This is an optimization exercise on Yosys and OpenROAD, whose aim is small area and a short achievable clock period, not a production implementation.
The RTL was checked by simulation tests, not by an equivalence proof against the original design.

==> run X <==
## arena_top
module arena_top
(
    input  logic                    Clk,
    input  logic                    rst_n,
    input  logic                    wb_cyc,
    input  logic                    wb_stb,
    input  logic                    wb_we,
    input  logic [3-1:0] wb_adr,
    input  logic [31:0]             wb_dat_w,
    output logic [31:0]             wb_dat_r,
    output logic                    wb_ack,
    input  arena_pkg::coord_t                  pix_x,
    input  arena_pkg::coord_t                  pix_y,
    input  logic                    pix_valid,
    input  logic                    frame_tick
);
==> flow/config.mk <==
export PLATFORM = sky130hd
export DESIGN_NAME = arena_top
export DESIGN_NICKNAME = arena_top
export VERILOG_FILES = /design/flow/design.v
export SDC_FILE = /design/flow/constraint.sdc
export NUM_CORES = 4
export LEC_CHECK = 0
export ABC_AREA = 1
export CAP_MARGIN = 20
export CORE_MARGIN = 2
export CORE_UTILIZATION = 55
export SETUP_SLACK_MARGIN = 3.5
export SLEW_MARGIN = 20
export TNS_END_PERCENT = 0
==> flow/constraint.sdc <==
create_clock -name core_clock -period 5.8 [get_ports {Clk}]
set_input_delay 1.1600 -clock core_clock [delete_from_list [all_inputs] [get_ports {Clk}]]
set_output_delay 1.1600 -clock core_clock [all_outputs]
set_load 0.01 [all_outputs]
standard.sh (not shown) runs the stock make flow with config.mk's settings and CLKGATE_MAP_FILE= SYNTH_SCRIPT=/design/flow/synth_recipe.tcl, a recipe that flattens the netlist after the stock synthesis.
==> flow/flow/run.sh <==
#!/bin/bash
# The standard layout with these changes:
#  - synthesis maps with the ABC script in flow/abc_area.script (selected by
#    ABC_AREA=1) and leaves adders to ABC (no ADDER_MAP_FILE); the rest of the
#    ORFS scripts are unchanged copies
#  - the port buffers are plain buf cells, which the timing repair can resize
#  - timing repair may resize cells to other footprints
#  - the slow low-power clock inverters (clkinvlp) and the slower variants of
#    cells that have a faster one of the same area are added to the
#    platform's don't-use list, so logic is not mapped onto them
set -euo pipefail
PLATFORM_DONT_USE="sky130_fd_sc_hd__probe_p_8 sky130_fd_sc_hd__probec_p_8 sky130_fd_sc_hd__lpflow_bleeder_1 sky130_fd_sc_hd__lpflow_clkbufkapwr_1 sky130_fd_sc_hd__lpflow_clkbufkapwr_16 sky130_fd_sc_hd__lpflow_clkbufkapwr_2 sky130_fd_sc_hd__lpflow_clkbufkapwr_4 sky130_fd_sc_hd__lpflow_clkbufkapwr_8 sky130_fd_sc_hd__lpflow_clkinvkapwr_1 sky130_fd_sc_hd__lpflow_clkinvkapwr_16 sky130_fd_sc_hd__lpflow_clkinvkapwr_2 sky130_fd_sc_hd__lpflow_clkinvkapwr_4 sky130_fd_sc_hd__lpflow_clkinvkapwr_8 sky130_fd_sc_hd__lpflow_decapkapwr_12 sky130_fd_sc_hd__lpflow_decapkapwr_3 sky130_fd_sc_hd__lpflow_decapkapwr_4 sky130_fd_sc_hd__lpflow_decapkapwr_6 sky130_fd_sc_hd__lpflow_decapkapwr_8 sky130_fd_sc_hd__lpflow_inputiso0n_1 sky130_fd_sc_hd__lpflow_inputiso0p_1 sky130_fd_sc_hd__lpflow_inputiso1n_1 sky130_fd_sc_hd__lpflow_inputiso1p_1 sky130_fd_sc_hd__lpflow_inputisolatch_1 sky130_fd_sc_hd__lpflow_isobufsrc_1 sky130_fd_sc_hd__lpflow_isobufsrc_16 sky130_fd_sc_hd__lpflow_isobufsrc_2 sky130_fd_sc_hd__lpflow_isobufsrc_4 sky130_fd_sc_hd__lpflow_isobufsrc_8 sky130_fd_sc_hd__lpflow_isobufsrckapwr_16 sky130_fd_sc_hd__lpflow_lsbuf_lh_hl_isowell_tap_1 sky130_fd_sc_hd__lpflow_lsbuf_lh_hl_isowell_tap_2 sky130_fd_sc_hd__lpflow_lsbuf_lh_hl_isowell_tap_4 sky130_fd_sc_hd__lpflow_lsbuf_lh_isowell_4 sky130_fd_sc_hd__lpflow_lsbuf_lh_isowell_tap_1 sky130_fd_sc_hd__lpflow_lsbuf_lh_isowell_tap_2 sky130_fd_sc_hd__lpflow_lsbuf_lh_isowell_tap_4"
SLOW_SAME_AREA="sky130_fd_sc_hd__o21ai_0 sky130_fd_sc_hd__a21boi_0 sky130_fd_sc_hd__and2_0 sky130_fd_sc_hd__o311ai_0 sky130_fd_sc_hd__or2_0"
rm -rf scripts_copy
cp -r "$FLOW_HOME/scripts" scripts_copy
cp flow/abc_area.script scripts_copy/abc_area.script
bash standard.sh "SCRIPTS_DIR=$PWD/scripts_copy" ADDER_MAP_FILE= \
    "BUFFER_PORTS_ARGS=-buffer_cell sky130_fd_sc_hd__buf_2" \
    MATCH_CELL_FOOTPRINT=0 \
    "DONT_USE_CELLS=$PLATFORM_DONT_USE sky130_fd_sc_hd__clkinvlp_2 sky130_fd_sc_hd__clkinvlp_4 $SLOW_SAME_AREA" \
    finish > standard_flow.log 2>&1
==> flow/flow/abc_area.script <==
strash
dc2
balance
dc2
balance
dch -f
map -B 0.9
topo
stime -c
buffer -c
upsize -c
dnsize -c
==> run F (differences from run X) <==
==> flow/flow/run.sh (replaced) <==
#!/bin/bash
# The standard layout with these changes:
#  - synthesis maps with the ABC script in flow/abc_area.script (selected by
#    ABC_AREA=1) and leaves adders to ABC (no ADDER_MAP_FILE); the rest of the
#    ORFS scripts are unchanged copies
#  - the port buffers are plain buf cells, which the timing repair can resize
#  - timing repair may resize cells to other footprints
set -euo pipefail
rm -rf scripts_copy
cp -r "$FLOW_HOME/scripts" scripts_copy
cp flow/abc_area.script scripts_copy/abc_area.script
bash standard.sh "SCRIPTS_DIR=$PWD/scripts_copy" ADDER_MAP_FILE= \
    "BUFFER_PORTS_ARGS=-buffer_cell sky130_fd_sc_hd__buf_2" \
    MATCH_CELL_FOOTPRINT=0 finish > standard_flow.log 2>&1
==> flow/flow/abc_area.script (replaced) <==
strash
dc2
balance
dch -f
map -B 0.9
topo
stime -c
buffer -c
upsize -c
dnsize -c
CTS_BUF_LIST = sky130_fd_sc_hd__clkbuf_8   (was unset)
==> run Z (differences from run X) <==
==> flow/flow/run.sh (replaced) <==
#!/bin/bash
# The standard layout with these changes:
#  - synthesis maps with the ABC script in flow/abc_area.script (selected by
#    ABC_AREA=1) and leaves adders to ABC (no ADDER_MAP_FILE); the rest of the
#    ORFS scripts are unchanged copies
#  - the port buffers are plain buf cells, which the timing repair can resize
#  - timing repair may resize cells to other footprints
set -euo pipefail
rm -rf scripts_copy
cp -r "$FLOW_HOME/scripts" scripts_copy
cp flow/abc_area.script scripts_copy/abc_area.script
bash standard.sh "SCRIPTS_DIR=$PWD/scripts_copy" ADDER_MAP_FILE= \
    "BUFFER_PORTS_ARGS=-buffer_cell sky130_fd_sc_hd__buf_4" \
    MATCH_CELL_FOOTPRINT=0 finish > standard_flow.log 2>&1
==> flow/flow/abc_area.script (replaced) <==
strash
dc2
balance
dch -f
map -B 0.9
topo
stime -c
buffer -c
upsize -c
dnsize -c
SETUP_SLACK_MARGIN = 3.0   (was 3.5)
==> impl_results.md <==
- Clock latency of the later-clocked register in the worst-skew pair: around 480 ps
- Max transition margin: between 30% and 40%
- Result of the run: complete, no violations
- Cell type group with the largest total delay on the critical path: buffers and inverters
- Number of cell rows: 65
- Critical path, cell by cell: buf_4, inv_1, nor2_4, buf_4, clkbuf_16, nand3_1, nand4_1, inv_1, nand2_1, nand2_1, o221ai_1
- Share of layout cells above drive strength 1: between 10% and 20%
- Post-synthesis area per instance: ~5.7 um^2
- Global routing usage on met3: around 16%
- Global Route met1 Usage: a little under 60%
- Count of buffers not belonging to the clock network in the layout: about 140
The numbers above come from run X.

==> impl_results.md <==
- Post-synthesis area per instance: 5.76 um^2
- Count of buffers not belonging to the clock network in the layout: 152
- Global routing usage on met3: around 14%
- Cell type group with the largest total delay on the critical path: simple AND/OR/NAND/NOR gates
- Number of cell rows: 64
- Max transition margin: between 30% and 40%
- Result of the run: complete, no violations
- Post-synth ARST share: 0%
- Share of layout cells above drive strength 1: roughly 15%
- Clock latency of the later-clocked register in the worst-skew pair: between 500 and 600 ps
The numbers above come from run F.

==> impl_results.md <==
- Result of the run: complete, no violations
- Number of cell rows: 64
- Share of layout cells above drive strength 1: 10.0%
- Post-synthesis area per instance: around 5.8 um^2
- Global routing usage on met3: between 10% and 20%
- Cell type group with the largest total delay on the critical path: buffers and inverters
- Global Route met1 Usage: between 50% and 60%
- Critical path, cell by cell: buf_4, nand2_1, buf_4, nor2_2, inv_1, o21ai_0, a21oi_1, o21ai_0
The numbers above come from run Z.

-- separate check: timing with driven ports --
The flow's constraints put no driver on any port. The routed layouts listed below were extracted and timed again, unchanged, in two steps.
Step 1: set_driving_cell puts a clkbuf_16 on Clk and a buf_2 on each other input, an assumption about the parent block.
Step 2, shift: input delay + t, output delay - t, t = (earliest + latest rising clock arrival at the registers) / 2. This alone moves slack from input paths to output paths.
Three values: ideal ports, drivers, drivers and shift; two values: the first two.
run | t, ns | setup WS [ns] | worst setup path at the end | slew at the worst register clock pin (ns) | worst data-port slew with drivers (ns)
run X | 0.529 | 3.306 / 3.313 / 2.784 | input to register | 0.09 / 0.09 | 0.09
run F | 0.593 | 3.175 / 3.158 / 2.565 | input to register | 0.13 / 0.13 | 0.07
run Z | 0.528 | 2.865 / 2.898 / 2.370 | input to register | 0.09 / 0.09 | 0.04
After both steps setup and hold are still met in every run listed. For run F, which loses most, drivers alone change the setup slack by -0.017 ns; drivers and shift together by -0.610 ns.
